Context: an optimization exercise on an open-source flow, tuned for small area. The choices shown serve that exercise and are no tape-out recipe. Function was checked by simulation only, so behaviour that the tests miss may differ from the original. Power and IR drop assume default switching activity.

==> flow/flow/run.sh <==
#!/bin/bash
# Own flow:
#  2. the same ORFS synthesis again on the design with the bit-cell modules
#     hand-mapped (flow/cells.v) and ABC run with an area script; used only if
#     its registers (names, count, cells) match the standard ones;
#  3. the standard layout steps, with buf_1 port buffers and a leaner clock tree.
set -uo pipefail
F=$PWD/flow
R=$PWD/orfs/results/$FLOW_PLATFORM/rs_station_top/base
bash standard.sh synth > std_synth.log 2>&1 || exit 1
cp $R/1_2_yosys.v std_synth_netlist.v

python3 $F/overlay.py design.v $F/cells.v design_mod.v > overlay.log 2>&1
sed "s#ABC_SCRIPT_PATH#$F/abc.script#" $F/my_synth.tcl > my_synth.tcl
sed -e "s#^export VERILOG_FILES.*#export VERILOG_FILES = $PWD/design_mod.v#" config.mk > config_mod.mk
MK=$(grep -o 'make -C .*"\${@' standard.sh | sed 's/ "\${@$//')
MK=${MK/DESIGN_CONFIG=$FLOW_CONFIG/DESIGN_CONFIG=$PWD/config_mod.mk}
MK=${MK/WORK_HOME=$PWD\/orfs/WORK_HOME=$PWD/orfs_mod}
MK=${MK/SYNTH_SCRIPT=$PWD\/synth_recipe.tcl/SYNTH_SCRIPT=$PWD/my_synth.tcl}
echo "$MK synth" > mod_synth.cmd
eval "$MK synth" > mod_synth.log 2>&1
M=$PWD/orfs_mod/results/$FLOW_PLATFORM/rs_station_top/base/1_2_yosys.v
flops() { grep -E '^\s*sky130_fd_sc_hd__(s?e?df|dl)' "$1" | awk '{print $1, $2}' | sort; }
if [[ -f $M ]] && [[ -n "$(flops $M)" ]] && diff <(flops std_synth_netlist.v) <(flops $M) > flop_diff.log; then
  echo "using the re-mapped netlist" > netlist_choice.log
  cp $M $R/1_2_yosys.v
  touch $R/1_2_yosys.v
else
  echo "registers differ: using the standard netlist" > netlist_choice.log
fi

bash standard.sh \
  "BUFFER_PORTS_ARGS=-buffer_cell sky130_fd_sc_hd__buf_1" \
  "CTS_ARGS=-sink_clustering_enable -repair_clock_nets -dont_use_dummy_load -sink_clustering_size 25 -sink_clustering_max_diameter 80" \
  finish > std_layout.log 2>&1
==> flow/flow/overlay.py <==
# design.v with the modules that cells.v defines replaced by the cells.v versions
import re, sys
design, cells, out = sys.argv[1:4]
src = open(design).read()
rep = open(cells).read()
names = re.findall(r'^\s*module\s+(\w+)', rep, re.M)
for n in names:
    pat = re.compile(r'^\s*module\s+' + n + r'\b.*?^\s*endmodule\b[^\n]*\n', re.M | re.S)
    src, k = pat.subn('', src)
    if k != 1:
        sys.exit('module %s found %d times' % (n, k))
open(out, 'w').write(src + '\n' + rep)
print('replaced', names)
==> flow/standard.sh <==
#!/bin/bash
# synth_recipe.tcl (not shown) runs the flow's synth.tcl, then flattens the netlist and writes it again
# the make line also repeats each setting of config.mk as NAME=value (left out here)
make -C /OpenROAD-flow-scripts/flow DESIGN_CONFIG=/design/flow/config.mk WORK_HOME=/design/flow/orfs CLKGATE_MAP_FILE= SYNTH_SCRIPT=/design/flow/synth_recipe.tcl "${@:-finish}"
==> flow/flow/my_synth.tcl <==
# synth_recipe.tcl with one change: ABC runs the area script in flow/abc.script
proc synth {args} { yosys synth -nofsm -noshare {*}$args }
proc abc {args} {
  set i [lsearch -exact $args -script]
  if { $i >= 0 } { lset args [expr {$i + 1}] ABC_SCRIPT_PATH }
  puts "own abc: $args"
  yosys abc {*}$args
}
source $::env(SCRIPTS_DIR)/synth.tcl
# left out here: clear keep_hierarchy, flatten, clean up, hide names made inside functions, write 1_2_yosys.v
==> flow/flow/abc.script <==
strash
&get -n
&st
&dch
&nf -a
&put
==> flow/flow/cells.v <==
// Hand-mapped replacements for the regular bit cells of the RTL, used by
// run.sh in place of the RTL modules of the same names. Same function and
// same registers (q) as the RTL versions.

module rs_sbits #(
    parameter int W = 1
) (
    input  logic         clock,
    input  logic [W-1:0] n_l0,
    input  logic [W-1:0] n_l1,
    input  logic         n_w0,
    input  logic         n_w1,
    input  logic         hold,
    output logic [W-1:0] q
);
    logic [W-1:0] x, d;
    for (genvar b = 0; b < W; b++) begin : g_b
        sky130_fd_sc_hd__nand2_1  u_x (.A(q[b]), .B(hold), .Y(x[b]));
        sky130_fd_sc_hd__o221ai_1 u_d (.A1(n_l0[b]), .A2(n_w0), .B1(n_l1[b]), .B2(n_w1), .C1(x[b]), .Y(d[b]));
    end
    always_ff @(posedge clock) begin
        q <= d;
    end
endmodule

module rs_vbits #(
    parameter int W = 1
) (
    input  logic         clock,
    input  logic [W-1:0] n_l0,
    input  logic [W-1:0] n_l1,
    input  logic [W-1:0] c0,
    input  logic [W-1:0] c1,
    input  logic         n_w0,
    input  logic         n_w1,
    input  logic         s_c0,
    input  logic         s_c1,
    input  logic         hold,
    output logic [W-1:0] q
);
    logic [W-1:0] x, d;
    for (genvar b = 0; b < W; b++) begin : g_b
        sky130_fd_sc_hd__a222oi_1 u_x (.A1(c0[b]), .A2(s_c0), .B1(c1[b]), .B2(s_c1), .C1(q[b]), .C2(hold), .Y(x[b]));
        sky130_fd_sc_hd__o221ai_1 u_d (.A1(n_l0[b]), .A2(n_w0), .B1(n_l1[b]), .B2(n_w1), .C1(x[b]), .Y(d[b]));
    end
    always_ff @(posedge clock) begin
        q <= d;
    end
endmodule

module rs_issue_mux (
    input  logic [7:0]     sel,
    input  logic [839:0]   fields,
    output logic [104:0]   issue
);
    logic [104:0] a, b, c;
    for (genvar k = 0; k < 105; k++) begin : g_k
        sky130_fd_sc_hd__a222oi_1 u_a (.A1(fields[0*105+k]), .A2(sel[0]), .B1(fields[1*105+k]), .B2(sel[1]),
                                       .C1(fields[2*105+k]), .C2(sel[2]), .Y(a[k]));
        sky130_fd_sc_hd__a222oi_1 u_b (.A1(fields[3*105+k]), .A2(sel[3]), .B1(fields[4*105+k]), .B2(sel[4]),
                                       .C1(fields[5*105+k]), .C2(sel[5]), .Y(b[k]));
        sky130_fd_sc_hd__a22oi_1  u_c (.A1(fields[6*105+k]), .A2(sel[6]), .B1(fields[7*105+k]), .B2(sel[7]), .Y(c[k]));
        sky130_fd_sc_hd__nand3_1  u_o (.A(a[k]), .B(b[k]), .C(c[k]), .Y(issue[k]));
    end
endmodule

module rs_tag_match (
    input  logic [4:0]  tag,
    input  logic        waiting,
    input  logic [75:0] cdb,
    output logic        m0,
    output logic        m1
);
    for (genvar p = 0; p < 2; p++) begin : g_p
        logic [4:0] x;
        logic       a, b;
        for (genvar k = 0; k < 5; k++) begin : g_k
            sky130_fd_sc_hd__xnor2_1 u_x (.A(tag[k]), .B(cdb[p*38+32+k]), .Y(x[k]));
        end
        sky130_fd_sc_hd__nand3_1 u_a (.A(x[0]), .B(x[1]), .C(x[2]), .Y(a));
        sky130_fd_sc_hd__nand4_1 u_b (.A(x[3]), .B(x[4]), .C(waiting), .D(cdb[p*38+37]), .Y(b));
        if (p == 0) begin : g_0
            sky130_fd_sc_hd__nor2_1 u_m (.A(a), .B(b), .Y(m0));
        end else begin : g_1
            sky130_fd_sc_hd__nor2_1 u_m (.A(a), .B(b), .Y(m1));
        end
    end
endmodule

module rs_sbits0 #(
    parameter int W = 1
) (
    input  logic         clock,
    input  logic [W-1:0] n_l0,
    input  logic         n_w0,
    input  logic         hold,
    output logic [W-1:0] q
);
    logic [W-1:0] x, d;
    for (genvar b = 0; b < W; b++) begin : g_b
        sky130_fd_sc_hd__nand2_1 u_x (.A(q[b]), .B(hold), .Y(x[b]));
        sky130_fd_sc_hd__o21ai_0 u_d (.A1(n_l0[b]), .A2(n_w0), .B1(x[b]), .Y(d[b]));
    end
    always_ff @(posedge clock) begin
        q <= d;
    end
endmodule

module rs_vbits0 #(
    parameter int W = 1
) (
    input  logic         clock,
    input  logic [W-1:0] n_l0,
    input  logic [W-1:0] c0,
    input  logic [W-1:0] c1,
    input  logic         n_w0,
    input  logic         s_c0,
    input  logic         s_c1,
    input  logic         hold,
    output logic [W-1:0] q
);
    logic [W-1:0] x, d;
    for (genvar b = 0; b < W; b++) begin : g_b
        sky130_fd_sc_hd__a222oi_1 u_x (.A1(c0[b]), .A2(s_c0), .B1(c1[b]), .B2(s_c1), .C1(q[b]), .C2(hold), .Y(x[b]));
        sky130_fd_sc_hd__o21ai_0  u_d (.A1(n_l0[b]), .A2(n_w0), .B1(x[b]), .Y(d[b]));
    end
    always_ff @(posedge clock) begin
        q <= d;
    end
endmodule
==> flow/design.v <==
`timescale 1ns/1ps
package rs_pkg;
    localparam int XLEN           = 32;   
    localparam int RS_SIZE        = 8;    
    localparam int RS_CNT_BITS    = 4;    
    localparam int ROB_TAG_BITS   = 5;    
    localparam int DISPATCH_WIDTH = 2;    
    localparam int CDB_WIDTH      = 2;    
    localparam int DISPATCH_W = 1 + XLEN + 3 + 3 + 2 * XLEN;                
    localparam int MAP_W      = 2 * ROB_TAG_BITS + 4;                       
    localparam int ROB_W      = ROB_TAG_BITS + 2 * XLEN;                    
    localparam int CDB_W      = 1 + ROB_TAG_BITS + XLEN;                    
    localparam int ISSUE_W    = XLEN + 3 + 1 + ROB_TAG_BITS + 2 * XLEN;     
    typedef enum logic [2:0] {
        ALU_ADD = 3'd0,
        ALU_SUB = 3'd1,
        ALU_AND = 3'd2,
        ALU_OR  = 3'd3,
        ALU_XOR = 3'd4,
        ALU_SLL = 3'd5,
        ALU_SRL = 3'd6,
        ALU_SLT = 3'd7
    } alu_op_e;
    typedef struct packed {
        logic                     en;          
        logic [XLEN-1:0]          pc;
        alu_op_e                  alu_op;
        logic                     rd_mem;      
        logic                     rs1_exist;   
        logic                     rs2_exist;   
        logic [XLEN-1:0]          rs1_value;   
        logic [XLEN-1:0]          rs2_value;
    } dispatch_t;
    typedef struct packed {
        logic [ROB_TAG_BITS-1:0]  tag1;
        logic [ROB_TAG_BITS-1:0]  tag2;
        logic                     tag1_valid;          
        logic                     tag2_valid;          
        logic                     tag1_ready_in_rob;   
        logic                     tag2_ready_in_rob;
    } map_t;
    typedef struct packed {
        logic [ROB_TAG_BITS-1:0]  tag;         
        logic [XLEN-1:0]          rs1_value;   
        logic [XLEN-1:0]          rs2_value;   
    } rob_t;
    typedef struct packed {
        logic                     valid;
        logic [ROB_TAG_BITS-1:0]  tag;
        logic [XLEN-1:0]          value;
    } cdb_t;
    typedef struct packed {
        logic [XLEN-1:0]          pc;
        alu_op_e                  alu_op;
        logic                     rd_mem;
        logic [ROB_TAG_BITS-1:0]  tag;
        logic [XLEN-1:0]          rs1_value;
        logic [XLEN-1:0]          rs2_value;
    } issue_t;
    localparam int SFIELD_W = XLEN + 3 + 3 + 3 * ROB_TAG_BITS;
    typedef struct packed {
        logic [XLEN-1:0]          pc;
        alu_op_e                  alu_op;
        logic                     rd_mem;
        logic                     rs1_exist;
        logic                     rs2_exist;
        logic [ROB_TAG_BITS-1:0]  tag;
        logic [ROB_TAG_BITS-1:0]  tag1;
        logic [ROB_TAG_BITS-1:0]  tag2;
    } sfield_t;
endpackage
`timescale 1ns/1ps
module rs_sbits #(
    parameter int W = 1
) (
    input  logic         clock,
    input  logic [W-1:0] n_l0,    
    input  logic [W-1:0] n_l1,    
    input  logic         n_w0,    
    input  logic         n_w1,    
    input  logic         hold,
    output logic [W-1:0] q
);
    always_ff @(posedge clock) begin
        q <= ~((n_l0 | {W{n_w0}}) & (n_l1 | {W{n_w1}}) & ~(q & {W{hold}}));
    end
endmodule
module rs_vbits #(
    parameter int W = 1
) (
    input  logic         clock,
    input  logic [W-1:0] n_l0,    
    input  logic [W-1:0] n_l1,    
    input  logic [W-1:0] c0,      
    input  logic [W-1:0] c1,      
    input  logic         n_w0,    
    input  logic         n_w1,    
    input  logic         s_c0,    
    input  logic         s_c1,    
    input  logic         hold,
    output logic [W-1:0] q
);
    always_ff @(posedge clock) begin
        q <= ~((n_l0 | {W{n_w0}}) & (n_l1 | {W{n_w1}}) &
               ~((c0 & {W{s_c0}}) | (c1 & {W{s_c1}}) | (q & {W{hold}})));
    end
endmodule
module rs_sbits0 #(
    parameter int W = 1
) (
    input  logic         clock,
    input  logic [W-1:0] n_l0,    
    input  logic         n_w0,    
    input  logic         hold,
    output logic [W-1:0] q
);
    always_ff @(posedge clock) begin
        q <= ~((n_l0 | {W{n_w0}}) & ~(q & {W{hold}}));
    end
endmodule
module rs_vbits0 #(
    parameter int W = 1
) (
    input  logic         clock,
    input  logic [W-1:0] n_l0,
    input  logic [W-1:0] c0,
    input  logic [W-1:0] c1,
    input  logic         n_w0,
    input  logic         s_c0,
    input  logic         s_c1,
    input  logic         hold,
    output logic [W-1:0] q
);
    always_ff @(posedge clock) begin
        q <= ~((n_l0 | {W{n_w0}}) &
               ~((c0 & {W{s_c0}}) | (c1 & {W{s_c1}}) | (q & {W{hold}})));
    end
endmodule
module rs_tag_match (
    input  logic [4:0] tag,
    input  logic       waiting,
    input  logic [rs_pkg::CDB_WIDTH*rs_pkg::CDB_W-1:0] cdb,
    output logic       m0,        
    output logic       m1         
);
    rs_pkg::cdb_t c0, c1;
    assign c0 = cdb[0 +: rs_pkg::CDB_W];
    assign c1 = cdb[rs_pkg::CDB_W +: rs_pkg::CDB_W];
    assign m0 = waiting & c0.valid & (c0.tag == tag);
    assign m1 = waiting & c1.valid & (c1.tag == tag);
endmodule
module rs_slot #(
    parameter bit LANE1 = 1'b1                                     
) (
    input  logic                                       clock,
    input  logic                                       rst,        
    input  logic                                       fire,       
    input  logic                                       wr0,        
    input  logic                                       wr1_in,     
    input  logic [rs_pkg::SFIELD_W-1:0]                n_s0,       
    input  logic [rs_pkg::SFIELD_W-1:0]                n_s1,
    input  logic [rs_pkg::XLEN-1:0]                    n_v10,      
    input  logic [rs_pkg::XLEN-1:0]                    n_v11,      
    input  logic [rs_pkg::XLEN-1:0]                    n_v20,
    input  logic [rs_pkg::XLEN-1:0]                    n_v21,
    input  logic [3:0]                                 lm0,        
    input  logic [3:0]                                 lm1,        
    input  logic [1:0]                                 lw0,        
    input  logic [1:0]                                 lw1,        
    input  logic [rs_pkg::CDB_WIDTH*rs_pkg::CDB_W-1:0] cdb,
    output logic                                       busy,
    output logic                                       is_ld,
    output logic                                       blocked,    
    output logic [rs_pkg::ISSUE_W-1:0]                 fields
);
    logic [rs_pkg::SFIELD_W-1:0] s;
    logic [rs_pkg::XLEN-1:0]     v1, v2;
    logic                        w1, w2;
    logic                        wr;
    logic                        m10, m11, m20, m21;
    rs_pkg::sfield_t             sf;
    rs_pkg::cdb_t                c0, c1;
    assign c0 = cdb[0 +: rs_pkg::CDB_W];
    assign c1 = cdb[rs_pkg::CDB_W +: rs_pkg::CDB_W];
    logic                        wr1;
    assign wr1 = LANE1 ? wr1_in : 1'b0;
    assign wr  = wr0 | wr1;
    assign sf = s;
    if (LANE1) begin : g_s
        rs_sbits #(.W(rs_pkg::SFIELD_W)) sbits0 (
            .clock (clock), .n_l0 (n_s0), .n_l1 (n_s1),
            .n_w0 (~wr0), .n_w1 (~wr1), .hold (~wr), .q (s)
        );
    end else begin : g_s0
        rs_sbits0 #(.W(rs_pkg::SFIELD_W)) sbits0 (
            .clock (clock), .n_l0 (n_s0), .n_w0 (~wr0), .hold (~wr), .q (s)
        );
    end
    rs_tag_match match1 (.tag (sf.tag1), .waiting (w1), .cdb (cdb), .m0 (m10), .m1 (m11));
    rs_tag_match match2 (.tag (sf.tag2), .waiting (w2), .cdb (cdb), .m0 (m20), .m1 (m21));
    logic n_b10, n_b11, c10, c11, h1, n_b20, n_b21, c20, c21, h2;
    assign n_b10 = ~(wr0 & ~lm0[0] & ~lm0[1]);    
    assign n_b11 = ~(wr1 & ~lm1[0] & ~lm1[1]);
    assign c10   = (wr0 & lm0[0]) | (wr1 & lm1[0]) | (~wr & m10);
    assign c11   = (wr0 & lm0[1]) | (wr1 & lm1[1]) | (~wr & ~m10 & m11);
    assign h1    = ~wr & ~m10 & ~m11;
    assign n_b20 = ~(wr0 & ~lm0[2] & ~lm0[3]);
    assign n_b21 = ~(wr1 & ~lm1[2] & ~lm1[3]);
    assign c20   = (wr0 & lm0[2]) | (wr1 & lm1[2]) | (~wr & m20);
    assign c21   = (wr0 & lm0[3]) | (wr1 & lm1[3]) | (~wr & ~m20 & m21);
    assign h2    = ~wr & ~m20 & ~m21;
    if (LANE1) begin : g_v
        rs_vbits #(.W(rs_pkg::XLEN)) vbits1 (
            .clock (clock), .n_l0 (n_v10), .n_l1 (n_v11), .c0 (c0.value), .c1 (c1.value),
            .n_w0 (n_b10), .n_w1 (n_b11), .s_c0 (c10), .s_c1 (c11), .hold (h1), .q (v1)
        );
        rs_vbits #(.W(rs_pkg::XLEN)) vbits2 (
            .clock (clock), .n_l0 (n_v20), .n_l1 (n_v21), .c0 (c0.value), .c1 (c1.value),
            .n_w0 (n_b20), .n_w1 (n_b21), .s_c0 (c20), .s_c1 (c21), .hold (h2), .q (v2)
        );
    end else begin : g_v0
        rs_vbits0 #(.W(rs_pkg::XLEN)) vbits1 (
            .clock (clock), .n_l0 (n_v10), .c0 (c0.value), .c1 (c1.value),
            .n_w0 (n_b10), .s_c0 (c10), .s_c1 (c11), .hold (h1), .q (v1)
        );
        rs_vbits0 #(.W(rs_pkg::XLEN)) vbits2 (
            .clock (clock), .n_l0 (n_v20), .c0 (c0.value), .c1 (c1.value),
            .n_w0 (n_b20), .s_c0 (c20), .s_c1 (c21), .hold (h2), .q (v2)
        );
    end
    always_ff @(posedge clock) begin
        busy <= ~rst & (wr | (busy & ~fire));
        w1   <= wr ? ((wr0 & lw0[0]) | (wr1 & lw1[0])) : (w1 & ~m10 & ~m11);
        w2   <= wr ? ((wr0 & lw0[1]) | (wr1 & lw1[1])) : (w2 & ~m20 & ~m21);
    end
    assign is_ld   = busy & sf.rd_mem;
    assign blocked = (sf.rs1_exist & w1) | (sf.rs2_exist & w2);
    assign fields  = {sf.pc, sf.alu_op, sf.rd_mem, sf.tag, v1, v2};
endmodule
`timescale 1ns/1ps
module rs_dispatch_ctrl (
    input  logic [rs_pkg::DISPATCH_WIDTH*rs_pkg::DISPATCH_W-1:0] dispatch,
    input  logic [rs_pkg::DISPATCH_WIDTH*rs_pkg::MAP_W-1:0]      map,
    input  logic [rs_pkg::DISPATCH_WIDTH*rs_pkg::ROB_W-1:0]      rob,
    input  logic [rs_pkg::CDB_WIDTH*rs_pkg::CDB_W-1:0]           cdb,
    output logic [rs_pkg::DISPATCH_WIDTH*rs_pkg::SFIELD_W-1:0]   n_s,    
    output logic [rs_pkg::DISPATCH_WIDTH*rs_pkg::XLEN-1:0]       n_v1,   
    output logic [rs_pkg::DISPATCH_WIDTH*rs_pkg::XLEN-1:0]       n_v2,   
    output logic [rs_pkg::DISPATCH_WIDTH*4-1:0]                  lm,     
    output logic [rs_pkg::DISPATCH_WIDTH*2-1:0]                  lw      
);
    for (genvar l = 0; l < rs_pkg::DISPATCH_WIDTH; l++) begin : g_lane
        rs_pkg::dispatch_t d;
        rs_pkg::map_t      m;
        rs_pkg::rob_t      r;
        rs_pkg::sfield_t   sf;
        logic              t1, t2;
        logic              m10, m11, m20, m21;
        assign d = dispatch[l*rs_pkg::DISPATCH_W +: rs_pkg::DISPATCH_W];
        assign m = map[l*rs_pkg::MAP_W +: rs_pkg::MAP_W];
        assign r = rob[l*rs_pkg::ROB_W +: rs_pkg::ROB_W];
        assign sf.pc        = d.pc;
        assign sf.alu_op    = d.alu_op;
        assign sf.rd_mem    = d.rd_mem;
        assign sf.rs1_exist = d.rs1_exist;
        assign sf.rs2_exist = d.rs2_exist;
        assign sf.tag       = r.tag;
        assign sf.tag1      = m.tag1;
        assign sf.tag2      = m.tag2;
        assign t1 = m.tag1_valid & ~m.tag1_ready_in_rob;
        assign t2 = m.tag2_valid & ~m.tag2_ready_in_rob;
        rs_tag_match match1 (.tag (m.tag1), .waiting (t1), .cdb (cdb), .m0 (m10), .m1 (m11));
        rs_tag_match match2 (.tag (m.tag2), .waiting (t2), .cdb (cdb), .m0 (m20), .m1 (m21));
        assign n_s[l*rs_pkg::SFIELD_W +: rs_pkg::SFIELD_W] = ~sf;
        assign n_v1[l*rs_pkg::XLEN +: rs_pkg::XLEN] = ~(m.tag1_ready_in_rob ? r.rs1_value : d.rs1_value);
        assign n_v2[l*rs_pkg::XLEN +: rs_pkg::XLEN] = ~(m.tag2_ready_in_rob ? r.rs2_value : d.rs2_value);
        assign lm[l*4 +: 4] = {~m20 & m21, m20, ~m10 & m11, m10};
        assign lw[l*2 +: 2] = {t2 & ~m20 & ~m21, t1 & ~m10 & ~m11};
    end
endmodule
`timescale 1ns/1ps
module rs_issue_select (
    input  logic                       clock,
    input  logic [rs_pkg::RS_SIZE-1:0] busy,
    input  logic [rs_pkg::RS_SIZE-1:0] blocked,
    input  logic [rs_pkg::RS_SIZE-1:0] is_ld,
    input  logic                       fu_ready,
    input  logic                       en0,
    input  logic                       en1,
    output logic                       issue_valid,
    output logic [rs_pkg::RS_SIZE-1:0] sel,        
    output logic [rs_pkg::RS_SIZE-1:0] fire,
    output logic [rs_pkg::RS_SIZE-1:0] wr0,
    output logic [rs_pkg::RS_SIZE-1:0] wr1,
    output logic [rs_pkg::RS_CNT_BITS-1:0] free_count
);
    localparam int N = rs_pkg::RS_SIZE;
    logic [N*N-1:0] older;      
    logic [N-1:0]   ready;
    logic [N-1:0]   free;
    logic [N-1:0]   lo;         
    logic [N-1:0]   hi;         
    logic           two;        
    logic [N-1:0]   wr;
    logic [rs_pkg::RS_CNT_BITS-1:0] cnt;
    assign wr = wr0 | wr1;
    for (genvar j = 0; j < N; j++) begin : g_age_j
        for (genvar i = 0; i < N; i++) begin : g_age_i
            if (j < i) begin : g_lt
                logic o;
                always_ff @(posedge clock) begin
                    o <= wr[i] | (~wr[j] & o);
                end
                assign older[j*N+i] = o;
                assign older[i*N+j] = ~o;
            end else if (j == i) begin : g_eq
                assign older[j*N+i] = 1'b0;
            end
        end
    end
    always_comb begin
        for (int i = 0; i < N; i++) begin
            logic ld_older;
            ld_older = 1'b0;
            for (int j = 0; j < N; j++) begin
                if (j != i) ld_older = ld_older | (is_ld[j] & older[j*N+i]);
            end
            ready[i] = busy[i] & ~blocked[i] & ~(is_ld[i] & ld_older);
        end
    end
    always_comb begin
        for (int i = 0; i < N; i++) begin
            sel[i] = ready[i];
            for (int j = 0; j < N; j++) begin
                if (j != i) sel[i] = sel[i] & ~(ready[j] & older[j*N+i]);
            end
        end
    end
    assign issue_valid = fu_ready & (|ready);
    assign fire        = sel & {N{fu_ready}};
    assign free        = ~busy | fire;
    always_comb begin
        logic seen;
        seen = 1'b0;
        two  = 1'b0;
        for (int i = 0; i < N; i++) begin
            lo[i] = free[i] & ~seen;
            two   = two | (free[i] & seen);
            seen  = seen | free[i];
        end
        seen = 1'b0;
        for (int i = N - 1; i >= 0; i--) begin
            hi[i] = free[i] & ~seen;
            seen  = seen | free[i];
        end
    end
    assign wr0 = lo & {N{en0}};
    assign wr1 = hi & {N{en0 & en1 & two}};
    always_comb begin
        cnt = '0;
        for (int i = 0; i < N; i++) begin
            cnt = cnt + {{(rs_pkg::RS_CNT_BITS - 1){1'b0}}, busy[i]};
        end
    end
    assign free_count = rs_pkg::RS_CNT_BITS'(N) - cnt;
endmodule
module rs_issue_mux (
    input  logic [rs_pkg::RS_SIZE-1:0]                 sel,
    input  logic [rs_pkg::RS_SIZE*rs_pkg::ISSUE_W-1:0] fields,
    output logic [rs_pkg::ISSUE_W-1:0]                 issue
);
    always_comb begin
        issue = '0;
        for (int i = 0; i < rs_pkg::RS_SIZE; i++) begin
            issue = issue | (fields[i*rs_pkg::ISSUE_W +: rs_pkg::ISSUE_W] & {rs_pkg::ISSUE_W{sel[i]}});
        end
    end
endmodule
`timescale 1ns/1ps
module rs_station (
    input  logic                                                 clock,
    input  logic                                                 reset,
    input  logic                                                 squash,       
    input  logic [rs_pkg::DISPATCH_WIDTH*rs_pkg::DISPATCH_W-1:0] dispatch,
    input  logic [rs_pkg::DISPATCH_WIDTH*rs_pkg::MAP_W-1:0]      map,
    input  logic [rs_pkg::DISPATCH_WIDTH*rs_pkg::ROB_W-1:0]      rob,
    input  logic [rs_pkg::CDB_WIDTH*rs_pkg::CDB_W-1:0]           cdb,
    input  logic                                                 fu_ready,
    output logic                                                 issue_valid,
    output rs_pkg::issue_t                                       issue,
    output logic [rs_pkg::RS_CNT_BITS-1:0]                       free_count
);
    localparam int N = rs_pkg::RS_SIZE;
    logic [N-1:0] busy, blocked, is_ld, sel, fire, wr0, wr1;
    logic [N*rs_pkg::ISSUE_W-1:0] fields;
    logic [rs_pkg::DISPATCH_WIDTH*rs_pkg::SFIELD_W-1:0] n_s;
    logic [rs_pkg::DISPATCH_WIDTH*rs_pkg::XLEN-1:0]     n_v1, n_v2;
    logic [rs_pkg::DISPATCH_WIDTH*4-1:0]                lm;
    logic [rs_pkg::DISPATCH_WIDTH*2-1:0]                lw;
    rs_dispatch_ctrl dispatch_ctrl0 (
        .dispatch (dispatch),
        .map      (map),
        .rob      (rob),
        .cdb      (cdb),
        .n_s      (n_s),
        .n_v1     (n_v1),
        .n_v2     (n_v2),
        .lm       (lm),
        .lw       (lw)
    );
    rs_issue_select issue_select0 (
        .clock       (clock),
        .busy        (busy),
        .blocked     (blocked),
        .is_ld       (is_ld),
        .fu_ready    (fu_ready),
        .en0         (dispatch[rs_pkg::DISPATCH_W-1]),
        .en1         (dispatch[2*rs_pkg::DISPATCH_W-1]),
        .issue_valid (issue_valid),
        .sel         (sel),
        .fire        (fire),
        .wr0         (wr0),
        .wr1         (wr1),
        .free_count  (free_count)
    );
    for (genvar i = 0; i < N; i++) begin : g_slot
        rs_slot #(.LANE1(i != 0)) slot0 (
            .clock   (clock),
            .rst     (reset | squash),
            .fire    (fire[i]),
            .wr0     (wr0[i]),
            .wr1_in  (wr1[i]),
            .n_s0    (n_s[0 +: rs_pkg::SFIELD_W]),
            .n_s1    (n_s[rs_pkg::SFIELD_W +: rs_pkg::SFIELD_W]),
            .n_v10   (n_v1[0 +: rs_pkg::XLEN]),
            .n_v11   (n_v1[rs_pkg::XLEN +: rs_pkg::XLEN]),
            .n_v20   (n_v2[0 +: rs_pkg::XLEN]),
            .n_v21   (n_v2[rs_pkg::XLEN +: rs_pkg::XLEN]),
            .lm0     (lm[3:0]),
            .lm1     (lm[7:4]),
            .lw0     (lw[1:0]),
            .lw1     (lw[3:2]),
            .cdb     (cdb),
            .busy    (busy[i]),
            .is_ld   (is_ld[i]),
            .blocked (blocked[i]),
            .fields  (fields[i*rs_pkg::ISSUE_W +: rs_pkg::ISSUE_W])
        );
    end
    rs_issue_mux issue_mux0 (
        .sel    (sel),
        .fields (fields),
        .issue  (issue)
    );
endmodule
`timescale 1ns/1ps
module rs_station_top (
    input  logic         clock,
    input  logic         reset,
    input  logic         squash,
    input  logic [205:0] dispatch,     
    input  logic [27:0]  map,          
    input  logic [137:0] rob,          
    input  logic [75:0]  cdb,          
    input  logic         fu_ready,
    output logic         issue_valid,
    output logic [104:0] issue,        
    output logic [3:0]   free_count
);
    rs_pkg::issue_t issue_s;
    assign issue = issue_s;
    rs_station station0 (
        .clock       (clock),
        .reset       (reset),
        .squash      (squash),
        .dispatch    (dispatch),
        .map         (map),
        .rob         (rob),
        .cdb         (cdb),
        .fu_ready    (fu_ready),
        .issue_valid (issue_valid),
        .issue       (issue_s),
        .free_count  (free_count)
    );
endmodule
==> flow/constraint.sdc <==
create_clock -name core_clock -period 7.5 [get_ports {clock}]
set_input_delay 1.5000 -clock core_clock [delete_from_list [all_inputs] [get_ports {clock}]]
set_output_delay 1.5000 -clock core_clock [all_outputs]
set_load 0.01 [all_outputs]
==> flow/config.mk <==
export PLATFORM = sky130hd
export DESIGN_NAME = rs_station_top
export DESIGN_NICKNAME = rs_station_top
export VERILOG_FILES = /design/flow/design.v
export SDC_FILE = /design/flow/constraint.sdc
export NUM_CORES = 8
export LEC_CHECK = 0
export CAP_MARGIN = 20
export CORE_MARGIN = 2
export CORE_UTILIZATION = 40
export SLEW_MARGIN = 20
export SYNTH_HIERARCHICAL = 1
export SYNTH_MINIMUM_KEEP_SIZE = 0
==> flow_summary.yaml, run 1 <==
cells_and_area:
  drive_gt1_share_pct: 6.027
  layout.nets: 5556
  layout_commonest_cell: "sky130_fd_sc_hd__dfxtp_1"
  num-fill-cells: 10679
  final_cell_mix: "sky130_fd_sc_hd__dfxtp_1, sky130_fd_sc_hd__o221ai_1, sky130_fd_sc_hd__a222oi_1"
  synthToLayoutAreaGrowth_pct: 16.10
global_routing:
  via_count_of_the_first_global_routing_pass: 49351
  track_usage_pct: 37.50
  global_route.overflow_total: 0
  pin_count_of_the_biggest_net_entering_global_routing: 77
  grt_antenna_before_repair: 22
  grt_pass1_wl_um: 330600
clock_tree:
  clk_latency_ns: 0.72
  clock_tree.root_cell: "sky130_fd_sc_hd__clkbuf_16"
  number_of_cts_inserted_buffers: 53
  clk_pin_slew_ns: 0.07
  cts-resized-gates: 0
  htree_levels: 2
  tritoncts_clock_tree: "built"
  post_cts_setup_buffer_count: 0
  cts.sink_count: 988
  postCtsHoldBufs: 0
  clk_buf_depth: 3
route:
  dr.pass1.iters: 22
  post_drt_wl_per_cell_um: 35.14
  total_number_of_vias: 51657
  drcViolationCount: 0
  totalWireLength_um: 231600
  detail_route.iter0.violations: 13456
  postRouteAntennaNets: 0
  vias_per_cell: 7.838
die:
  initial_core_util_pct: 40.41
  die_height_um: 338.6
  die_x_extent_um: 338.6
  placeable_core_area_sq_um: 110800
  boundaryPins: 562
  die-area_sq_um: 114700
  std_cell_rows: 122
setup_path:
  worst_setup_path_start_kind: "flip-flop"
  worst-r2r-cell-count: 17
  worst_r2r_startpoint: "station0.g_slot[3].slot0.busy"
  critical-path-top-delay-family: "buffers and inverters"
  timing.critical_path.slowest_stage_cell: "sky130_fd_sc_hd__buf_4"
  worst_ep_required_time_ns: 6.00
  critical_path_stages: 11
  r2r_slack_ns: 0.85
  critical_path.max_stage_delay_ns: 1.08
  worst_setup_path_end_kind: "output port"
  buffers_and_inverters_on_the_worst_path: 3
  timing.critical_path.fanout_max: 66
  setup_crit_path_kind: "flip-flop to output port"
  worst_path_most_repeated_cell: "sky130_fd_sc_hd__and2_0"
  worstSetupEndpoint: "issue[23]"
  crit_start: "station0.g_slot[3].slot0.busy"
  crit_arrival_ns: 5.32
  reg2reg_to: "station0.g_slot[7].slot0.g_v.vbits1.q[24]"
  cp_cell_sequence: "and2_0 -> clkinv_1 -> o221ai_1 -> o31ai_1 -> and2_0 -> a22o_1 -> nor3_4 -> buf_4 -> a222oi_1 -> nand3_1 -> buf_1"
sta:
  slew_viol_final: 0
  fmax_mhz: 146.5
  tightest_slew_ns: 1.335
  skew_ns: 0.1049
  post-route-period-util_pct: 90.99
  period_minus_slack_ns: 6.824
  grt_setup_unrepaired: "no"
  finalHoldViolCount: 0
  final_critical_path_setup_slack_ns: 0.6756
  worst_slew_margin_rel_pct: 8.474
  totalNegativeSetupSlack_ns: 0
  finalSetupViolCount: 0
placement:
  hpwlAfterDp_um: 133200
  routability_driven_placement_congestion_ratio: 0.9484
  portBuffers: 561
  pre_cts_ws_ns: 0.8790
run:
  timing.max_cap.violations: 0
synth:
  synth_fp_nets: 4777
  post_synth.cell_area_avg_sq_um: 10.37
  post_synth_instance_area_sq_um: 44790
  syn-instance-count: 4317
  synth.yosys.warnings: 14
power_and_ir_drop:
  power.total_mw: 11.25
  power_density_nw_per_um2: 216.3
  power.ir.vdd_worst_v: 0.0001821
  static-leakage-power_nw: 17.54
hold_path:
  hold_path_class: "flip-flop to flip-flop"
  hold_path_startpoint: "station0.g_slot[0].slot0.g_s0.sbits0.q[16]"
run_status:
  run_status: "timing/DRC/antenna clean"
state kept, by name (all words and copies together), names as in the netlist:
name,count
station0.g_slot.slot0.g_v0.vbits2.q,32
station0.g_slot.slot0.g_s.sbits0.q,371
station0.issue_select0.g_age_j.g_age_i.g_lt.o,28
station0.g_slot.slot0.g_v0.vbits1.q,32
station0.g_slot.slot0.busy,8
station0.g_slot.slot0.g_v.vbits1.q,224
station0.g_slot.slot0.w2,8
station0.g_slot.slot0.g_s0.sbits0.q,53
station0.g_slot.slot0.g_v.vbits2.q,224
station0.g_slot.slot0.w1,8
worst reg2reg max path: cells and delay by family, from the launching register on:
family          cells  cell delay [ns]
flops               1             0.43
compound gates      9             2.90
buf+inv             4             1.04
simple gates        4             2.19
stage by stage:
stage               utilization (%)  cells  area [sq um]  hold slack, ns
finish                        46.92   6591         52000          0.4594
global route                  46.91   6584         51980          0.4851
CTS                           46.89   6581         51960          0.4642
detailed placement            45.69   6528         50630          0.4433
global placement              45.69   6528         50630          0.4335
floorplan                         -   4317         44820          0.4240
routing by layer:
| layer | track usage (%) | vias to the layer above | share of wire [%] |
|---|---|---|---|
| met5 | 0 | - | 0.086 |
| met4 | 19.61 | 32 | 5.7 |
| met3 | 12.00 | 929 | 15 |
| met2 | 57.13 | 4759 | 43 |
| met1 | 47.25 | 24909 | 36 |
| li1 | - | 21028 | - |
report_power, final:
part / internal [mW] / total, mW / leakage, nW / switching, mW
clock network: 1.26 / 3.09 / 0.653 / 1.83
logic: 0.746 / 1.87 / 8.77 / 1.12
registers: 5.89 / 6.29 / 8.12 / 0.399
total: 7.90 / 11.2 / 17.5 / 3.35
cell type report:
type / instances / area [sq um] / area share [%]
Multi-Input combinational cell: 3132 / 24820 / 47.73
Sequential cell: 988 / 19780 / 38.04
Timing Repair Buffer: 728 / 3465 / 6.663
Tap cell: 1488 / 1862 / 3.580
Clock buffer: 53 / 1326 / 2.551
Inverter: 193 / 726.9 / 1.398
Antenna cell: 9 / 22.52 / 0.04331
worst min-delay path by stage:
stage,end,slack (ns),cells past startpoint
floorplan,station0.g_slot[0].slot0.g_s0.sbits0.q[10],0.42,2
global placement,station0.g_slot[0].slot0.g_s0.sbits0.q[43],0.43,2
detailed placement,station0.g_slot[0].slot0.g_s0.sbits0.q[34],0.44,2
CTS,station0.g_slot[0].slot0.g_s0.sbits0.q[20],0.46,2
global route,station0.g_slot[0].slot0.g_s0.sbits0.q[23],0.49,2
finish,station0.g_slot[0].slot0.g_s0.sbits0.q[16],0.46,2
==> run 2: changes to the inputs <==
--- a/flow/design.v
+++ b/flow/design.v
@@ -147,7 +147,7 @@
     assign c0 = cdb[0 +: rs_pkg::CDB_W];
     assign c1 = cdb[rs_pkg::CDB_W +: rs_pkg::CDB_W];
     assign m0 = waiting & c0.valid & (c0.tag == tag);
-    assign m1 = waiting & c1.valid & (c1.tag == tag);
+    assign m1 = waiting & c1.valid & (c1.tag == tag) & ~m0;
 endmodule
 module rs_slot #(
     parameter bit LANE1 = 1'b1                                     
@@ -167,6 +167,8 @@
     input  logic [3:0]                                 lm1,        
     input  logic [1:0]                                 lw0,        
     input  logic [1:0]                                 lw1,        
+    input  logic [1:0]                                 la0,        
+    input  logic [1:0]                                 la1,        
     input  logic [rs_pkg::CDB_WIDTH*rs_pkg::CDB_W-1:0] cdb,
     output logic                                       busy,
     output logic                                       is_ld,
@@ -199,16 +201,16 @@
     rs_tag_match match1 (.tag (sf.tag1), .waiting (w1), .cdb (cdb), .m0 (m10), .m1 (m11));
     rs_tag_match match2 (.tag (sf.tag2), .waiting (w2), .cdb (cdb), .m0 (m20), .m1 (m21));
     logic n_b10, n_b11, c10, c11, h1, n_b20, n_b21, c20, c21, h2;
-    assign n_b10 = ~(wr0 & ~lm0[0] & ~lm0[1]);    
-    assign n_b11 = ~(wr1 & ~lm1[0] & ~lm1[1]);
+    assign n_b10 = ~(wr0 & la0[0]);                
+    assign n_b11 = ~(wr1 & la1[0]);
     assign c10   = (wr0 & lm0[0]) | (wr1 & lm1[0]) | (~wr & m10);
-    assign c11   = (wr0 & lm0[1]) | (wr1 & lm1[1]) | (~wr & ~m10 & m11);
-    assign h1    = ~wr & ~m10 & ~m11;
-    assign n_b20 = ~(wr0 & ~lm0[2] & ~lm0[3]);
-    assign n_b21 = ~(wr1 & ~lm1[2] & ~lm1[3]);
+    assign c11   = (wr0 & lm0[1]) | (wr1 & lm1[1]) | (~wr & m11);
+    assign h1    = ~(wr | m10 | m11);
+    assign n_b20 = ~(wr0 & la0[1]);
+    assign n_b21 = ~(wr1 & la1[1]);
     assign c20   = (wr0 & lm0[2]) | (wr1 & lm1[2]) | (~wr & m20);
-    assign c21   = (wr0 & lm0[3]) | (wr1 & lm1[3]) | (~wr & ~m20 & m21);
-    assign h2    = ~wr & ~m20 & ~m21;
+    assign c21   = (wr0 & lm0[3]) | (wr1 & lm1[3]) | (~wr & m21);
+    assign h2    = ~(wr | m20 | m21);
     if (LANE1) begin : g_v
         rs_vbits #(.W(rs_pkg::XLEN)) vbits1 (
             .clock (clock), .n_l0 (n_v10), .n_l1 (n_v11), .c0 (c0.value), .c1 (c1.value),
@@ -230,8 +232,8 @@
     end
     always_ff @(posedge clock) begin
         busy <= ~rst & (wr | (busy & ~fire));
-        w1   <= wr ? ((wr0 & lw0[0]) | (wr1 & lw1[0])) : (w1 & ~m10 & ~m11);
-        w2   <= wr ? ((wr0 & lw0[1]) | (wr1 & lw1[1])) : (w2 & ~m20 & ~m21);
+        w1   <= (wr0 & lw0[0]) | (wr1 & lw1[0]) | (h1 & w1);
+        w2   <= (wr0 & lw0[1]) | (wr1 & lw1[1]) | (h2 & w2);
     end
     assign is_ld   = busy & sf.rd_mem;
     assign blocked = (sf.rs1_exist & w1) | (sf.rs2_exist & w2);
@@ -247,7 +249,8 @@
     output logic [rs_pkg::DISPATCH_WIDTH*rs_pkg::XLEN-1:0]       n_v1,   
     output logic [rs_pkg::DISPATCH_WIDTH*rs_pkg::XLEN-1:0]       n_v2,   
     output logic [rs_pkg::DISPATCH_WIDTH*4-1:0]                  lm,     
-    output logic [rs_pkg::DISPATCH_WIDTH*2-1:0]                  lw      
+    output logic [rs_pkg::DISPATCH_WIDTH*2-1:0]                  lw,     
+    output logic [rs_pkg::DISPATCH_WIDTH*2-1:0]                  la      
 );
     for (genvar l = 0; l < rs_pkg::DISPATCH_WIDTH; l++) begin : g_lane
         rs_pkg::dispatch_t d;
@@ -274,7 +277,8 @@
         assign n_s[l*rs_pkg::SFIELD_W +: rs_pkg::SFIELD_W] = ~sf;
         assign n_v1[l*rs_pkg::XLEN +: rs_pkg::XLEN] = ~(m.tag1_ready_in_rob ? r.rs1_value : d.rs1_value);
         assign n_v2[l*rs_pkg::XLEN +: rs_pkg::XLEN] = ~(m.tag2_ready_in_rob ? r.rs2_value : d.rs2_value);
-        assign lm[l*4 +: 4] = {~m20 & m21, m20, ~m10 & m11, m10};
+        assign lm[l*4 +: 4] = {m21, m20, m11, m10};
+        assign la[l*2 +: 2] = {~(m20 | m21), ~(m10 | m11)};
         assign lw[l*2 +: 2] = {t2 & ~m20 & ~m21, t1 & ~m10 & ~m11};
     end
 endmodule
@@ -396,7 +400,7 @@
     logic [rs_pkg::DISPATCH_WIDTH*rs_pkg::SFIELD_W-1:0] n_s;
     logic [rs_pkg::DISPATCH_WIDTH*rs_pkg::XLEN-1:0]     n_v1, n_v2;
     logic [rs_pkg::DISPATCH_WIDTH*4-1:0]                lm;
-    logic [rs_pkg::DISPATCH_WIDTH*2-1:0]                lw;
+    logic [rs_pkg::DISPATCH_WIDTH*2-1:0]                lw, la;
     rs_dispatch_ctrl dispatch_ctrl0 (
         .dispatch (dispatch),
         .map      (map),
@@ -406,7 +410,8 @@
         .n_v1     (n_v1),
         .n_v2     (n_v2),
         .lm       (lm),
-        .lw       (lw)
+        .lw       (lw),
+        .la       (la)
     );
     rs_issue_select issue_select0 (
         .clock       (clock),
@@ -440,6 +445,8 @@
             .lm1     (lm[7:4]),
             .lw0     (lw[1:0]),
             .lw1     (lw[3:2]),
+            .la0     (la[1:0]),
+            .la1     (la[3:2]),
             .cdb     (cdb),
             .busy    (busy[i]),
             .is_ld   (is_ld[i]),
--- a/flow/flow/cells.v
+++ b/flow/flow/cells.v
@@ -82,7 +82,7 @@
         if (p == 0) begin : g_0
             sky130_fd_sc_hd__nor2_1 u_m (.A(a), .B(b), .Y(m0));
         end else begin : g_1
-            sky130_fd_sc_hd__nor2_1 u_m (.A(a), .B(b), .Y(m1));
+            sky130_fd_sc_hd__nor3_1 u_m (.A(a), .B(b), .C(m0), .Y(m1));
         end
     end
 endmodule
==> run 2 against run 1 <==
Compared with the run above:
- cell count decreased by 0.35%
- synthesized cell count decreased by 0.81%
- routed wire length decreased by 1.6%
- fmax increased by 3.7%
- critical path type unchanged
- largest cell class unchanged
- largest power group unchanged
- highest routed layer unchanged
==> flow_summary.yaml, run 2 <==
cells_and_area:
  num-fill-cells: 10637
  final_area_sq_um: 51800
  max_flop_register: "station0.g_slot.slot0.g_s.sbits0.q"
  top_registers: "station0.g_slot.slot0.g_s.sbits0.q x371, station0.g_slot.slot0.g_v.vbits1.q x224, station0.g_slot.slot0.g_v.vbits2.q x224"
  synthToLayoutAreaGrowth_pct: 15.97
  largest_reg_flops: 371
  layout.nets: 5524
  final_cell_mix: "sky130_fd_sc_hd__dfxtp_1, sky130_fd_sc_hd__o221ai_1, sky130_fd_sc_hd__a222oi_1"
  drive_gt1_share_pct: 5.907
  seq_cell_area_sq_um: 19780
  multi_input_area_sq_um: 24620
  layout.core_utilization_pct: 46.80
  finalNonFillerCells: 6568
  layout_commonest_cell: "sky130_fd_sc_hd__dfxtp_1"
setup_path:
  crit_arrival_ns: 5.08
  setup_crit_path_kind: "flip-flop to output port"
  critical_path.max_stage_delay_ns: 0.83
  worst_setup_path_end_kind: "output port"
  worst_ep_required_time_ns: 6.00
  worst_setup_path_start_kind: "flip-flop"
  timing.critical_path.slowest_stage_cell: "sky130_fd_sc_hd__nor3_4"
  cp_cell_sequence: "and2_0 -> clkinv_1 -> o221ai_1 -> o31ai_1 -> and2_0 -> a22o_1 -> nor3_4 -> buf_4 -> buf_4 -> a22oi_1 -> nand3_1 -> buf_1"
  timing.critical_path.fanout_max: 14
placement:
  hpwlAfterDp_um: 130100
  routability_driven_placement_congestion_ratio: 0.9571
  place_area_sq_um: 50450
  portBuffers: 561
  placed_cells: 6499
route:
  total_number_of_vias: 51223
  post_drt_wl_per_cell_um: 34.71
  detail_route.iter0.violations: 12673
  postRouteAntennaNets: 0
  vias_per_cell: 7.799
  drcViolationCount: 0
  dr.pass1.iters: 17
  totalWireLength_um: 228000
sta:
  period_minus_slack_ns: 6.584
  slew_viol_final: 0
  grt_setup_unrepaired: "no"
  finalHoldViolCount: 0
  worst_slew_margin_rel_pct: 14.76
  skew_ns: 0.1219
  post-route-period-util_pct: 87.79
  tightest_slew_ns: 1.279
  finalSetupViolCount: 0
  fmax_mhz: 151.9
die:
  initial_core_util_pct: 40.36
  die_height_um: 338.2
  die-area_sq_um: 114300
  placeable_core_area_sq_um: 110700
  boundaryPins: 562
  die_x_extent_um: 338.2
  std_cell_rows: 122
synth:
  post_synth_instance_area_sq_um: 44660
  syn-instance-count: 4282
  post_synth.cell_area_avg_sq_um: 10.43
  synth.yosys.warnings: 14
  synth_fp_nets: 4742
clock_tree:
  number_of_cts_inserted_buffers: 51
  clk_latency_ns: 0.73
  post_cts_setup_buffer_count: 0
  clk_pin_slew_ns: 0.07
  htree_levels: 2
  cts.sink_count: 988
  clock_tree.root_cell: "sky130_fd_sc_hd__clkbuf_16"
  postCtsHoldBufs: 0
  cts-resized-gates: 0
  tritoncts_clock_tree: "built"
  clk_buf_depth: 3
run:
  timing.max_cap.violations: 0
hold_path:
  hold_path_class: "flip-flop to flip-flop"
power_and_ir_drop:
  power_density_nw_per_um2: 214.9
  power.ir.vdd_worst_v: 0.0001714
  static-leakage-power_nw: 17.90
global_routing:
  grt_pass1_wl_um: 328400
  grt_antenna_before_repair: 22
  global_route.overflow_total: 0
  track_usage_pct: 37.20
  via_count_of_the_first_global_routing_pass: 48780
  pin_count_of_the_biggest_net_entering_global_routing: 106
run_status:
  run_status: "timing/DRC/antenna clean"
==> run 2: power by group <==
part           internal (mW)  total (mW)  leakage (nW)  switching, mW
combinational          0.729        1.82          9.15           1.09
sequential              5.89        6.28          8.12          0.392
clock                   1.21        3.03         0.629           1.82
==> run 2: path summary, 6_finish.rpt <==
kind,start,end,slack [ns],cells past startpoint
worst max-delay path,station0.g_slot[3].slot0.busy,issue[14],0.92,12
worst min-delay path,station0.g_slot[0].slot0.g_s0.sbits0.q[47],station0.g_slot[0].slot0.g_s0.sbits0.q[47],0.46,2
worst min register to register,station0.g_slot[0].slot0.g_s0.sbits0.q[47],station0.g_slot[0].slot0.g_s0.sbits0.q[47],0.46,2
worst max register to register,station0.g_slot[2].slot0.busy,station0.g_slot[2].slot0.g_v.vbits1.q[3],1.19,20
==> run 2: area by class of cell <==
class	count	share of cell area, %
inverters	156	1.135
diodes	18	0.08696
well taps	1488	3.594
clock buffers	51	2.464
multi-input cells	3130	47.53
flip-flops and latches	988	38.19
repair buffers	737	7.003
==> run 2: worst max-delay path, delay by kind of cell (launching register included) <==
kind / cells / cell delay [ns]
and+or+nand+nor: 4 / 1.95
buffers and inverters: 4 / 1.21
DFF: 1 / 0.42
AOI/OAI and AO/OA: 4 / 0.85
==> run 2: layer usage <==
| layer | global-route usage, % | routed length [um] | vias up |
|---|---|---|---|
| li1 | - | - | 20915 |
| met1 | 49.02 | 86220 | 24936 |
| met2 | 55.00 | 97650 | 4647 |
| met3 | 11.43 | 33170 | 723 |
| met4 | 18.15 | 10930 | 2 |
| met5 | 0.1250 | 18 | - |
==> run 2: stage by stage <==
stage | hold slack (ns) | setup WS, ns | total power [mW] | setup TNS [ns]
global placement | 0.4343 | 1.383 | 8.048 | 0
detailed placement | 0.4465 | 1.333 | 8.106 | 0
finish | 0.4571 | 0.9161 | 11.13 | 0
CTS | 0.4610 | 1.248 | 11.05 | 0
global route | 0.4798 | 0.8895 | 11.51 | 0
floorplan | 0.4240 | -0.07111 | 7.352 | -4.551
==> run 3: changes to the inputs <==
--- a/flow/config.mk
+++ b/flow/config.mk
@@ -7,7 +7,9 @@
 export LEC_CHECK = 0
 export CAP_MARGIN = 20
 export CORE_MARGIN = 2
-export CORE_UTILIZATION = 40
+export CORE_UTILIZATION = 60
+export PLACE_DENSITY = 0.8
 export SLEW_MARGIN = 20
 export SYNTH_HIERARCHICAL = 1
 export SYNTH_MINIMUM_KEEP_SIZE = 0
+export TNS_END_PERCENT = 0
==> run 3 against run 2 <==
Compared with the run above:
- largest cell class unchanged
- clock power shrank 5%
- non-clock buffer count shrank 13
- critical endpoint is now issue[40]
- highest routed layer unchanged
- core utilization grew 22 points
- synthesized cell count is the same
==> flow_summary.yaml, run 3 <==
global_routing:
  grt.met3_usage_pct: 20.70
  via_count_of_the_first_global_routing_pass: 50634
  grt_util_met1_pct: 64.51
  global_route.overflow_total: 0
  track_usage_pct: 51.06
  grt_pass1_wl_um: 306300
  layer_with_the_highest_usage_after_global_routing: "met2"
  pin_count_of_the_biggest_net_entering_global_routing: 70
  grt_antenna_before_repair: 27
  grt_util_met2_pct: 71.58
die:
  die_x_extent_um: 276.8
  die_height_um: 276.8
  boundaryPins: 562
  std_cell_rows: 100
  die-area_sq_um: 76640
  placeable_core_area_sq_um: 74070
  initial_core_util_pct: 60.30
route:
  drcViolationCount: 0
  vias_per_cell: 8.826
  total_number_of_vias: 53283
  detail_route.iter0.violations: 16441
  post_drt_wl_per_cell_um: 34.84
  postRouteAntennaNets: 0
  dr.pass1.iters: 21
  totalWireLength_um: 210300
sta:
  finalHoldViolCount: 0
  skew_ns: 0.08671
  tightest_slew_ns: 1.326
  totalNegativeSetupSlack_ns: 0
  worst_slew_margin_rel_pct: 11.63
  slew_viol_final: 0
  grt_setup_unrepaired: "no"
  period_minus_slack_ns: 6.976
  final_critical_path_setup_slack_ns: 0.5236
  post-route-period-util_pct: 93.02
  fmax_mhz: 143.3
  finalSetupViolCount: 0
cells_and_area:
  max_flop_register: "station0.g_slot.slot0.g_s.sbits0.q"
  final_cell_mix: "sky130_fd_sc_hd__dfxtp_1, sky130_fd_sc_hd__o221ai_1, sky130_fd_sc_hd__a222oi_1"
  largest_reg_flops: 371
  synthToLayoutAreaGrowth_pct: 13.59
  drive_gt1_share_pct: 5.372
  top_registers: "station0.g_slot.slot0.g_s.sbits0.q x371, station0.g_slot.slot0.g_v.vbits1.q x224, station0.g_slot.slot0.g_v.vbits2.q x224"
  layout_commonest_cell: "sky130_fd_sc_hd__dfxtp_1"
  final_area_sq_um: 50730
  layout.nets: 5507
synth:
  synth_fp_nets: 4742
  synth.yosys.warnings: 14
  post_synth_instance_area_sq_um: 44660
  syn-instance-count: 4282
  post_synth.cell_area_avg_sq_um: 10.43
clock_tree:
  clk_buf_depth: 3
  clk_latency_ns: 0.69
  tritoncts_clock_tree: "built"
  post_cts_setup_buffer_count: 0
  htree_levels: 2
  cts-resized-gates: 0
  cts.sink_count: 988
  number_of_cts_inserted_buffers: 47
  clk_pin_slew_ns: 0.10
  postCtsHoldBufs: 0
  clock_tree.root_cell: "sky130_fd_sc_hd__clkbuf_16"
hold_path:
  holdPathStages: 2
  hold_path_class: "flip-flop to flip-flop"
  holdPathEnd: "station0.g_slot[0].slot0.g_s0.sbits0.q[33]"
  hold_path_startpoint: "station0.g_slot[0].slot0.g_s0.sbits0.q[33]"
setup_path:
  crit_arrival_ns: 5.48
  critical_path.max_stage_delay_ns: 0.85
  worst_setup_path_end_kind: "output port"
  r2r_slack_ns: 1.01
  timing.critical_path.fanout_max: 69
  reg2reg_to: "station0.g_slot[3].slot0.g_v.vbits2.q[9]"
  worst_ep_required_time_ns: 6.00
  worst_r2r_startpoint: "station0.g_slot[3].slot0.busy"
  worst-r2r-cell-count: 18
  worst_setup_path_start_kind: "flip-flop"
  critical-path-top-delay-family: "simple AND/OR/NAND/NOR gates"
  cp_cell_sequence: "and2_0 -> clkinv_1 -> o221ai_1 -> o31a_1 -> nor3_1 -> o21ai_0 -> nor3_4 -> buf_4 -> a222oi_1 -> nand3_1 -> buf_1"
  setup_crit_path_kind: "flip-flop to output port"
  timing.critical_path.slowest_stage_cell: "sky130_fd_sc_hd__buf_4"
  buffers_and_inverters_on_the_worst_path: 3
placement:
  routability_driven_placement_congestion_ratio: 0.9746
  place_area_sq_um: 49470
  hpwlAfterDp_um: 118000
  portBuffers: 561
  pre_cts_ws_ns: 1.299
power_and_ir_drop:
  power.ir.vdd_worst_v: 0.0001945
  power.total_mw: 10.99
  static-leakage-power_nw: 17.64
  power_density_nw_per_um2: 216.6
run_status:
  run_status: "timing/DRC/antenna clean"
run:
  timing.max_cap.violations: 0
[run 3: layout make-up]
class	count	area (sq um)
Multi-Input combinational cell	3130	24510
Fill cell	5984	23340
Sequential cell	988	19780
Timing Repair Buffer	724	3408
Tap cell	969	1212
Clock buffer	47	1176
Inverter	156	586.8
Antenna cell	23	57.56
[run 3: worst reg2reg max path: stages, from the launching register on]
cell                       delay (ns)
sky130_fd_sc_hd__dfxtp_1         0.36
sky130_fd_sc_hd__and2_0          0.29
sky130_fd_sc_hd__clkinv_1        0.14
sky130_fd_sc_hd__o221ai_1        0.14
sky130_fd_sc_hd__o31a_1          0.32
sky130_fd_sc_hd__nor3_1          0.77
sky130_fd_sc_hd__o21ai_0         0.47
sky130_fd_sc_hd__o41ai_1         0.47
sky130_fd_sc_hd__buf_4           0.22
sky130_fd_sc_hd__or4_1           0.19
sky130_fd_sc_hd__maj3_1          0.18
sky130_fd_sc_hd__o311ai_1        0.10
sky130_fd_sc_hd__buf_4           0.22
sky130_fd_sc_hd__nor2_1          0.89
sky130_fd_sc_hd__nor2_4          0.34
sky130_fd_sc_hd__a21o_1          0.28
sky130_fd_sc_hd__buf_4           0.31
sky130_fd_sc_hd__a222oi_1        0.48
sky130_fd_sc_hd__o221ai_1        0.20
[run 3: per-layer routing]
layer | vias to the layer above | part of all wire (%) | wire (um)
li1 | 20867 | - | -
met5 | - | 0.15 | 305
met1 | 24769 | 33 | 70150
met2 | 6110 | 40 | 84460
met3 | 1517 | 19 | 39320
met4 | 20 | 7.6 | 16080
[run 3: worst max path at each step]
stage / from / end / cells past startpoint
after floorplan: station0.g_slot[2].slot0.busy / station0.g_slot[7].slot0.g_v.vbits1.q[0] / 15
after global placement: fu_ready / station0.g_slot[3].slot0.g_v.vbits2.q[22] / 13
after detailed placement: fu_ready / station0.g_slot[3].slot0.g_v.vbits2.q[12] / 13
after CTS: station0.g_slot[3].slot0.busy / issue[6] / 11
after global routing: station0.g_slot[3].slot0.busy / issue[40] / 11
final: station0.g_slot[3].slot0.busy / issue[40] / 11
[run 3: stage by stage]
stage / instances / utilization, % / hold slack (ns)
after floorplan: 4282 / - / 0.4240
final: 6037 / 68.49 / 0.4684
after CTS: 6013 / 68.37 / 0.4662
after global placement: 5965 / 66.76 / 0.4336
after detailed placement: 5966 / 66.79 / 0.4435
after global routing: 6034 / 68.48 / 0.4849
[run 3: report_power, final]
part	internal [mW]	switching, mW
registers	5.89	0.403
clock network	1.12	1.75
logic	0.725	1.10
total	7.74	3.25
==> run 4: changes to the inputs <==
--- a/flow/flow/run.sh
+++ b/flow/flow/run.sh
@@ -3,7 +3,9 @@
 #  2. the same ORFS synthesis again on the design with the bit-cell modules
 #     hand-mapped (flow/cells.v) and ABC run with an area script; used only if
 #     its registers (names, count, cells) match the standard ones;
-#  3. the standard layout steps, with buf_1 port buffers and a leaner clock tree.
+#  3. the standard layout steps, with buf_1 port buffers, a leaner clock tree
+#     and the timing-driven placement's net reweighting (and its buffering)
+#     done later in placement.
 set -uo pipefail
 F=$PWD/flow
 R=$PWD/orfs/results/$FLOW_PLATFORM/rs_station_top/base
@@ -32,4 +34,5 @@
 bash standard.sh \
   "BUFFER_PORTS_ARGS=-buffer_cell sky130_fd_sc_hd__buf_1" \
   "CTS_ARGS=-sink_clustering_enable -repair_clock_nets -dont_use_dummy_load -sink_clustering_size 25 -sink_clustering_max_diameter 80" \
+  "GLOBAL_PLACEMENT_ARGS=-timing_driven_net_reweight_overflow {40 25 15}" \
   finish > std_layout.log 2>&1
==> flow/flow/abc.script (replaced) <==
strash
&get -n
&st
&synch2
&dch -f
&nf -a -R 1000
&put
--- a/flow/config.mk
+++ b/flow/config.mk
@@ -7,8 +7,8 @@
 export LEC_CHECK = 0
 export CAP_MARGIN = 20
 export CORE_MARGIN = 2
-export CORE_UTILIZATION = 60
-export PLACE_DENSITY = 0.8
+export CORE_UTILIZATION = 50
+export PLACE_DENSITY = 0.7
 export SLEW_MARGIN = 20
 export SYNTH_HIERARCHICAL = 1
 export SYNTH_MINIMUM_KEEP_SIZE = 0
==> run 4 against run 3 <==
Compared with the run above:
- synthesized cell count increased by 1.2%
- register-to-register slack got worse by 0.30 ns
- via count decreased by 2.3%
- still clean on timing, DRC and antenna
- core utilization decreased by 11 points
- total power increased by 1.3%
- die area increased by 19%
- largest power group unchanged
- global-route usage decreased by 5.9 points
- clock skew increased by 0.0042 ns
- critical path depth increased by 2
- synthesized area decreased by 0.27%
- sequential power about the same
==> flow_summary.yaml, run 4 <==
power_and_ir_drop:
  static-leakage-power_nw: 17.04
  p_seq_share_pct: 56.5
  power.ir.vdd_worst_v: 0.0002188
  clockPowerShare_pct: 26.7
  power_density_nw_per_um2: 219.9
  p_switching_mw: 3.302
  internal_power_mw: 7.825
  power_frac_comb_pct: 16.7
  power.share.switching_pct: 29.67
setup_path:
  worstSetupEndpoint: "issue[27]"
  setup_crit_path_kind: "flip-flop to output port"
  reg2reg_to: "station0.g_slot[4].slot0.g_v.vbits2.q[6]"
  critical_path.max_stage_delay_ns: 0.86
  crit_arrival_ns: 5.42
  timing.critical_path.slowest_stage_cell: "sky130_fd_sc_hd__buf_4"
  worst_r2r_startpoint: "station0.g_slot[2].slot0.busy"
  worst_ep_required_time_ns: 6.00
  cp_cell_sequence: "and2_0 -> clkinv_1 -> o21ai_0 -> o41ai_1 -> and2_0 -> a22oi_1 -> o221ai_1 -> nor2_4 -> buf_4 -> buf_4 -> a222oi_1 -> nand3_1 -> buf_1"
  worst_setup_path_start_kind: "flip-flop"
  crit_start: "station0.g_slot[2].slot0.busy"
  worst_setup_path_end_kind: "output port"
  worst-r2r-cell-count: 23
  r2r_slack_ns: 0.71
  timing.critical_path.fanout_max: 62
sta:
  slew_viol_final: 0
  fin_hold_ws_ns: 0.4639
  worst_slew_margin_rel_pct: 12.20
  tightest_slew_ns: 1.280
  post-route-period-util_pct: 92.32
  skew_ns: 0.09087
  period_minus_slack_ns: 6.924
  finalHoldViolCount: 0
  fmax_mhz: 144.4
  grt_setup_unrepaired: "no"
  finalSetupViolCount: 0
clock_tree:
  postCtsHoldBufs: 0
  tritoncts_clock_tree: "built"
  htree_levels: 2
  clock_tree.root_cell: "sky130_fd_sc_hd__clkbuf_16"
  cts.sink_count: 988
  clk_latency_ns: 0.69
  cts-resized-gates: 0
  clk_pin_slew_ns: 0.09
  clk_buf_depth: 3
  post_cts_setup_buffer_count: 0
  number_of_cts_inserted_buffers: 50
cells_and_area:
  num-fill-cells: 7973
  largest_reg_flops: 371
  synthToLayoutAreaGrowth_pct: 13.62
  top_registers: "station0.g_slot.slot0.g_s.sbits0.q x371, station0.g_slot.slot0.g_v.vbits1.q x224, station0.g_slot.slot0.g_v.vbits2.q x224"
  max_flop_register: "station0.g_slot.slot0.g_s.sbits0.q"
  final_cell_mix: "sky130_fd_sc_hd__dfxtp_1, sky130_fd_sc_hd__o221ai_1, sky130_fd_sc_hd__a222oi_1"
  layout.nets: 5490
  layout_commonest_cell: "sky130_fd_sc_hd__dfxtp_1"
  final_area_sq_um: 50610
  drive_gt1_share_pct: 5.489
hold_path:
  hold_path_class: "flip-flop to flip-flop"
die:
  placeable_core_area_sq_um: 88370
  std_cell_rows: 109
  die-area_sq_um: 91490
  initial_core_util_pct: 50.40
  die_x_extent_um: 302.5
  die_height_um: 302.5
  boundaryPins: 562
synth:
  synth.yosys.warnings: 14
  synth_fp_nets: 4795
  post_synth_instance_area_sq_um: 44540
  post_synth.cell_area_avg_sq_um: 10.27
  syn-instance-count: 4335
route:
  totalWireLength_um: 221400
  vias_per_cell: 8.382
  post_drt_wl_per_cell_um: 35.66
  total_number_of_vias: 52054
  drcViolationCount: 0
  dr.pass1.iters: 23
  postRouteAntennaNets: 0
  detail_route.iter0.violations: 14221
placement:
  portBuffers: 561
  place_area_sq_um: 49230
  hpwlAfterDp_um: 125200
  routability_driven_placement_congestion_ratio: 1.021
global_routing:
  pin_count_of_the_biggest_net_entering_global_routing: 106
  global_route.overflow_total: 0
  grt_antenna_before_repair: 21
  grt_pass1_wl_um: 315100
  via_count_of_the_first_global_routing_pass: 48267
  track_usage_pct: 45.18
run_status:
  run_status: "timing/DRC/antenna clean"
run:
  timing.max_cap.violations: 0
## run 4: changes by cell type in the layout (fill, tap and decap cells not counted), sizes merged, moves of 9 or more
cell    delta
a21o      -42
a222oi    +14
a22o      -54
a22oi     +32
buf       -79
clkbuf     +9
clkinv    +18
nand2     +75
nand3     +12
nor2      +17
o22ai      +9
## run 4: worst min path at each step
stage	startpoint	depth (start not counted)	endpoint	slack, ns
5_1_grt	station0.g_slot[0].slot0.g_s0.sbits0.q[23]	2	station0.g_slot[0].slot0.g_s0.sbits0.q[23]	0.48
3_3_place_gp	station0.g_slot[0].slot0.g_s0.sbits0.q[47]	2	station0.g_slot[0].slot0.g_s0.sbits0.q[47]	0.43
4_1_cts	station0.g_slot[0].slot0.g_s0.sbits0.q[23]	2	station0.g_slot[0].slot0.g_s0.sbits0.q[23]	0.46
3_5_place_dp	station0.g_slot[0].slot0.g_s0.sbits0.q[22]	2	station0.g_slot[0].slot0.g_s0.sbits0.q[22]	0.45
6_report	station0.g_slot[5].slot0.g_s.sbits0.q[49]	2	station0.g_slot[5].slot0.g_s.sbits0.q[49]	0.46
2_1_floorplan	station0.g_slot[0].slot0.g_s0.sbits0.q[10]	2	station0.g_slot[0].slot0.g_s0.sbits0.q[10]	0.42
## run 4: layout make-up
class	instances	area (sq um)	share of cell area (%)
clock buffer	50	1251	2.472
multi-input combinational	3164	24560	48.52
sequential	988	19780	39.08
tap	1165	1458	2.880
timing repair buffer	651	2860	5.652
antenna	17	42.54	0.08406
inverter	175	659.4	1.303
## run 4: per-layer routing
| metal | global-route usage (%) | up-vias | part of all wire, % |
|---|---|---|---|
| met4 | 27.22 | 18 | 7.5 |
| met2 | 64.97 | 5478 | 40 |
| met1 | 57.50 | 24531 | 34 |
| li1 | - | 20801 | - |
| met3 | 16.91 | 1226 | 18 |
| met5 | 0.1553 | - | 0.066 |
## run 4: worst max-delay path: cells and delay by family, from the launching register on
family	cells	cell delay, ns
DFF	1	0.43
AOI/OAI and AO/OA	5	1.06
and+or+nand+nor	4	1.23
buffers and inverters	4	2.00
## run 4: per-stage QoR
| stage | power, mW | instances | setup WS [ns] | util [%] | setup TNS (ns) |
|---|---|---|---|---|---|
| finish | 11.13 | 6210 | 0.5763 | 57.26 | 0 |
| global route | 11.43 | 6203 | 0.4577 | 57.24 | 0 |
| CTS | 10.98 | 6191 | 0.8933 | 57.12 | 0 |
| detailed placement | 8.137 | 6141 | 1.182 | 55.70 | 0 |
| global placement | 8.077 | 6141 | 1.261 | 55.70 | 0 |
| floorplan | 7.395 | 4335 | -0.1691 | - | -21.98 |
## run 4: power by group through the flow
stage | combinational, mW | clock (mW) | sequential, mW
floorplan | 1.12 | 0 | 6.28
detailed placement | 1.76 | 0 | 6.38
global route | 1.97 | 3.12 | 6.35
global placement | 1.70 | 0 | 6.37
CTS | 1.77 | 2.95 | 6.26
finish | 1.86 | 2.98 | 6.29

port drivers added, routing unchanged:
In the flow no input, the clock included, has a driving cell. The finished layouts below were timed again as built, in two steps.
Step 1 assumes that a clkbuf_16 drives the clock port and a buf_2 every other input.
Step 2 adds t to the input delays and takes it off the output delays; t is the mean of the earliest and latest rising clock arrival at the registers after step 1. Input paths then give back, and output paths get back, about the clock's delay inside the block.
a / b / c = no drivers / after step 1 / after step 2; a / b = the first two.
run | t, ns | setup slack, ns | worst setup path after step 2 | clock arrival spread, ns | cell pins on the clock port's net
run 1 | 0.738 | 0.676 / 0.604 / 0.601 | input to register | 0.104 / 0.104 | 1
run 2 | 0.741 | 0.916 / 0.849 / 1.192 | register to register | 0.122 / 0.121 | 1
run 3 | 0.722 | 0.524 / 0.448 / 1.009 | register to register | 0.086 / 0.087 | 1
run 4 | 0.704 | 0.576 / 0.505 / 0.710 | register to register | 0.121 / 0.121 | 1
After both steps setup and hold are still met in every run listed. The setup slack of run 1, which loses most, moves by -0.072 ns with the drivers and by -0.075 ns with both steps.
